This design comes from an exercise in tuning for small area, a short achievable clock period and few clock cycles on the open sky130 flow, not from production work. Function was not checked in any run shown here: the RTL went through the layout flow alone. Power figures rest on the tool's default switching activity, not on a simulated workload.

==> flow/design.v (outline; a module is shown in full before it is edited, if it fits) <==
// module mac_lane: 81 lines
// module mac_pp_tree: 437 lines
// module mac_acc_tree: 403 lines
// module mac_add4c: 29 lines
// module mac_add48: 466 lines
// module mac_array: 108 lines
module mac_array (
  input  logic        clk,
  input  logic        arst_n_in,
  input  logic        in_valid,
  output logic        in_ready,
  input  logic [63:0] a_in,
  input  logic [63:0] b_in,
  input  logic        in_last,
  input  logic        round_in,
  input  logic        sat_in,
  output logic        out_valid,
  input  logic        out_ready,
  output logic [63:0] out,
  output logic [3:0]  out_ovf
);
  // ...
==> flow/flow/run.sh <==
#!/bin/bash
# Standard layout flow, with the port buffers made from a regular buffer
# cell (the default pick is a delay cell). All tool output is in
# orfs/logs/ (per step) and in standard.log here.
set -euo pipefail
export BUFFER_PORTS_ARGS="-buffer_cell sky130_fd_sc_hd__buf_4"
bash standard.sh > standard.log 2>&1
==> flow/standard.sh <==
#!/bin/bash
# synth_recipe.tcl (not shown) runs the flow's synth.tcl, then flattens the netlist and writes it again
# the make line also repeats each setting of config.mk as NAME=value (left out here)
make -C /OpenROAD-flow-scripts/flow DESIGN_CONFIG=/design/flow/config.mk WORK_HOME=/design/flow/orfs CLKGATE_MAP_FILE= SYNTH_SCRIPT=/design/flow/synth_recipe.tcl "${@:-finish}"
==> flow/config.mk <==
export PLATFORM = sky130hd
export DESIGN_NAME = mac_array
export DESIGN_NICKNAME = mac_array
export VERILOG_FILES = /design/flow/design.v
export SDC_FILE = /design/flow/constraint.sdc
export NUM_CORES = 4
export LEC_CHECK = 0
export ABC_AREA = 1
export CAP_MARGIN = 20
export CORE_MARGIN = 2
export CORE_UTILIZATION = 40
export SETUP_SLACK_MARGIN = 4.1
export SLEW_MARGIN = 20
==> flow/constraint.sdc <==
create_clock -name core_clock -period 7.0 [get_ports {clk}]
set_input_delay 1.4000 -clock core_clock [delete_from_list [all_inputs] [get_ports {clk}]]
set_output_delay 1.4000 -clock core_clock [all_outputs]
set_load 0.01 [all_outputs]
==> flow_metrics.py, run 1 <==
metrics = {
    "run_status": {
        "outcome": "no timing/DRC/antenna violations",
    },
    "detailed_routing": {
        "ant_nets": 0,
        "wirelength_mm": 151,
        "via_per_inst": 4.76,
    },
    "critical_path": {
        "cp_num_buf_inv": 4,
        "r2r-start": "g_lane[0].u_lane.pv_q[87]$_DFF_P_",
        "cp_num_cells": 10,
        "slowest_delay_ns": 0.54,
        "worstSetupPathType": "flip-flop to flip-flop",
        "worstPathCellList": "inv_2 -> fa_1 -> inv_1 -> fa_1 -> fa_1 -> inv_2 -> fa_2 -> fa_2 -> fa_2 -> inv_1",
        "critPathTopFamily": "adder cells",
        "slowest_stage": "fa_2",
    },
    "clocking": {
        "root_buffer": "clkbuf_16",
        "cts_made_buffers": 134,
        "clk_pin_slew_ns": 0.06,
        "cts_tree": "yes",
    },
    "power": {
        "powerSeq_uw": 11600,
        "ir_worst_vdd_mv": 0.388,
        "power_leader": "combinational cells",
        "power_switching_uw": 17200,
    },
    "global_route": {
        "grt_pass1_vias": 44500,
        "grt_overflow": 0,
        "grt_use_met1": 0.257,
        "antenna_found_initial": 3,
    },
    "placed_design": {
        "place_inst": 8695,
    },
    "final_layout": {
        "seq_cells": 1175,
        "stdcell_area_um2": 72900,
        "nFillCells": 15100,
        "fin_cells": 8962,
        "fin_util": 0.455,
    },
    "flow_run": {
        "maxCapViolations": 0,
    },
    "floorplan": {
        "tapcell.inserted": 2160,
        "die-width_um": 405,
    },
    "yosys": {
        "ys_types": 49,
        "syn_nets": 7581,
        "synth_top_family_by_area": "adder cells",
    },
    "timing": {
        "fin_crit_sh": 0.469,
        "fin_skew_ns": 0.0321,
    },
}
==> inputs of run 2 (changes only) <==
==> flow/run.sh (new file) <==
#!/bin/bash
# synth_recipe.tcl (not shown) runs the flow's synth.tcl, then flattens the netlist and writes it again
# the make line also repeats each setting of config.mk as NAME=value (left out here)
make -C /OpenROAD-flow-scripts/flow DESIGN_CONFIG=/design/flow/config.mk WORK_HOME=/design/flow/orfs CLKGATE_MAP_FILE= SYNTH_SCRIPT=/design/flow/synth_recipe.tcl finish
removed: flow/flow/run.sh
removed: flow/standard.sh
==> flow_metrics.py, run 2 <==
metrics = {
    "placed_design": {
        "gp_congestion": 0.889,
        "dp_hpwl_mm": 111,
        "portBuffers": 204,
        "place_ws_ns": 3.44,
    },
    "timing": {
        "tightest_slew_ns": 1.07,
        "period_needed_ns": 3.31,
        "fin_ws_ns": 3.69,
        "maxSlewHeadroom": 0.288,
        "slew_violations": 0,
        "fin_crit_sh": 0.473,
        "max_freq_ghz": 0.302,
        "setup_tns_ns": 0,
        "fin_skew_ns": 0.0346,
        "finalSetupViolations": 0,
        "hold_viol_final": 0,
        "rsz0062_at_grt": "yes",
    },
    "detailed_routing": {
        "routed-via-count": 42800,
        "ant_nets": 0,
        "via_per_inst": 4.77,
        "drcViolationCount": 0,
        "wirelength_mm": 154,
        "first_pass_iters": 6,
        "drt_iter0_drc": 2605,
        "wire_per_inst_um": 17.1,
    },
    "final_layout": {
        "final_common_cell": "inv_1",
        "drive_gt1_frac": 0.103,
        "layout_common_cells": "inv_1, dfxtp_1, nand2_1, xor2_1, fa_1",
        "largest_reg_flops": 420,
        "final_nets": 7721,
        "regMostFlops": "g_lane.u_lane.pv_q",
        "area_growth_pct": 14.1,
        "largestRegisters": "g_lane.u_lane.pv_q: 420 flops, g_lane.u_lane.acc_q: 192 flops, sk_q: 136 flops",
    },
    "power": {
        "power_switching_uw": 17200,
        "power_density_nw_per_um2": 564,
        "combPwrFrac": 0.547,
        "p_leak_uw": 0.0347,
        "pwr-share-clk": 0.173,
        "internal-power_uw": 24300,
        "swShare": 0.414,
        "power_frac_seq": 0.280,
        "ir_worst_vdd_mv": 0.324,
    },
    "critical_path": {
        "slowest_stage": "fa_1",
        "required_ns": 7.65,
        "startpoint_type": "flip-flop",
        "cp_num_buf_inv": 4,
        "r2r_end": "g_lane[0].u_lane.acc_q[22]$_DFF_P_",
        "critPathTopFamily": "adder cells",
        "critPathCaptureType": "flip-flop",
        "ff2ff_setup_slack_ns": 3.69,
        "slowest_delay_ns": 0.55,
        "r2r-start": "g_lane[0].u_lane.pv_q[71]$_DFF_P_",
        "worstPathCellList": "inv_2 -> fa_1 -> inv_2 -> fa_1 -> fa_1 -> inv_2 -> fa_2 -> fa_2 -> fa_2 -> inv_1",
        "reg2regPathDepth": 10,
        "worstSetupPathType": "flip-flop to flip-flop",
        "critPathMaxFanout": 2,
        "arrival_ns": 3.96,
    },
    "global_route": {
        "grt_pass1_vias": 44300,
        "grt_first_pass_wirelength_mm": 244,
        "grt_overflow": 0,
        "antenna_found_initial": 2,
        "grt_max_degree": 71,
        "grt_util_all_layers": 0.188,
    },
    "yosys": {
        "avgSynthCellArea_um2": 9.83,
        "syn_nets": 7581,
        "seq_area_frac_synth": 0.398,
        "ys_types": 49,
        "synth_area_um2": 64400,
        "yosys.area.top_type_share": 0.297,
        "syn-instance-count": 6555,
        "netlist_top_cells_area": "dfxtp_1, fa_1, edfxtp_1",
        "ys_top_cells_by_count": "inv_1, dfxtp_1, nand2_1, xor2_1, fa_1",
        "yosysTopAreaCell": "dfxtp_1",
        "ys_ff_latch": 1175,
        "synth_edf_count": 204,
        "synthFlopType": "dfxtp_1",
        "synth.most_common_cell": "inv_1",
        "synthArstFlopShare": 0.0128,
        "yosysWarnings": 2,
    },
    "clocking": {
        "clock_sinks": 1175,
        "insertion_delay_ns": 0.77,
        "clk_pin_slew_ns": 0.06,
        "hold_buffers": 0,
        "cts.htree.levels": 4,
        "cts_made_buffers": 135,
        "clk_path_buf_depth": 3,
        "root_buffer": "clkbuf_16",
        "cts_tree": "yes",
    },
    "floorplan": {
        "rows": 147,
        "io_pins": 205,
        "dieArea_um2": 164000,
        "core_area_um2": 160000,
        "die-width_um": 405,
        "die_h_um": 405,
        "start_util": 0.402,
    },
    "hold_path": {
        "holdCritStartpoint": "r1_q$_DFF_P_",
        "min_path_type": "flip-flop to flip-flop",
        "hold_end": "r2_q$_DFF_P_",
        "whs_path_depth": 0,
    },
    "run_status": {
        "outcome": "no timing/DRC/antenna violations",
    },
    "flow_run": {
        "maxCapViolations": 0,
    },
}
-- run 2: kinds of logic (layout without fill, tap and decap cells) --
| kind of cell | count (synthesis) | after routing | share of synthesized area |
|---|---|---|---|
| buffers and inverters | 1527 | 1776 | 0.0910 |
| AND/OR/NAND/NOR | 1481 | 1481 | 0.0953 |
| flip-flops | 1175 | 1175 | 0.398 |
| adder cells (fa/ha/maj) | 891 | 891 | 0.246 |
| AO/OA/AOI/OAI | 787 | 787 | 0.0746 |
| XOR/XNOR | 673 | 673 | 0.0915 |
| multiplexers | 21 | 21 | 0.00367 |
| other | 0 | 1 | 0 |
-- run 2: worst max-delay path by stage --
stage                                                 start                                 end  slack, ns  cells after the start
after floorplan           g_lane[0].u_lane.pv_q[71]$_DFF_P_  g_lane[0].u_lane.acc_q[22]$_DFF_P_       3.76                     10
after global placement                             in_valid                cnt_q[1]$_DFFE_PN0P_       3.44                      8
after detailed placement                           in_valid                cnt_q[1]$_DFFE_PN0P_       3.44                      8
after CTS                 g_lane[0].u_lane.pv_q[71]$_DFF_P_  g_lane[0].u_lane.acc_q[22]$_DFF_P_       3.68                     10
after global routing      g_lane[0].u_lane.pv_q[71]$_DFF_P_  g_lane[0].u_lane.acc_q[22]$_DFF_P_       3.59                     10
final                     g_lane[0].u_lane.pv_q[71]$_DFF_P_  g_lane[0].u_lane.acc_q[22]$_DFF_P_       3.69                     10
-- run 2: repair_timing --
action | CTS | global route
pin swaps | 84 | 66
setup buffers | 13 | 7
resized for setup | 217 | 104
cloned | 3 | 2
setup endpoints to repair | 175 | 117
-- run 2: power groups by stage --
stage / clock (µW) / combinational, µW / sequential, µW
final: 7170 / 22700 / 11600
after global routing: 7650 / 26500 / 11900
after CTS: 7380 / 22500 / 11700
after detailed placement: 0 / 22100 / 11800
after global placement: 0 / 21100 / 11700
after floorplan: 0 / 16600 / 11200
-- run 2: through the flow --
step / utilization / std cells / hold slack (ns) / cell area, µm² / power [µW]
2_1_floorplan: - / 6555 / 0.310 / 64700 / 27800
3_3_place_gp: 0.428 / 8693 / 0.314 / 68500 / 32800
3_5_place_dp: 0.428 / 8693 / 0.312 / 68500 / 33900
4_1_cts: 0.457 / 8955 / 0.317 / 73300 / 41500
5_1_grt: 0.459 / 8964 / 0.326 / 73500 / 46000
6_report: 0.459 / 8965 / 0.322 / 73500 / 41500
-- run 2: routing by layer --
layer	GRT usage	vias up	part of all wire
met5	0	-	0.000052
met4	0.0543	2	0.024
met3	0.0305	227	0.052
met2	0.306	1050	0.46
met1	0.258	20800	0.46
li1	-	20700	-
-- run 2: cell type report --
| class | count | area [µm²] |
|---|---|---|
| Timing Repair Buffer | 244 | 2400 |
| Clock inverter | 56 | 601 |
| Antenna cell | 1 | 2.50 |
| Multi-Input combinational cell | 3853 | 33300 |
| Sequential cell | 1175 | 25700 |
| Tap cell | 2160 | 2700 |
| Fill cell | 15100 | 86700 |
| Inverter | 1286 | 4830 |
| Clock buffer | 190 | 3950 |
-- run 2: worst register-to-register path: stages, from the launching register on --
cell and delay [ns]:
dfxtp_2 0.32, inv_2 0.03, fa_1 0.55, inv_2 0.04, fa_1 0.46, fa_1 0.51, inv_2 0.04, fa_2 0.33
fa_2 0.37, fa_2 0.54, inv_1 0.03

[what the ideal ports hide]
The results above use ideal ports. As a check the final layouts listed here were re-extracted and re-timed, cells and wires unchanged. Step 1 assumes that a clkbuf_16 drives the clock port and a buf_2 every other input. Step 2 also shifts input and output timing later by t, the mid clock arrival at the registers, as if the neighbouring blocks saw the same clock. Three values: ideal, step 1, step 2; two values: the first two.
run | t (ns) | setup WS [ns] | worst slew at a driven data input, ns
run 1 | 0.829 | 3.720 / 3.720 / 3.720 | 0.11
run 2 | 0.827 | 3.686 / 3.686 / 3.630 | 0.11
After both steps every run listed still meets setup and hold. For run 2, which loses most, drivers alone change the setup slack by 0.000 ns; drivers and shift together by -0.056 ns.
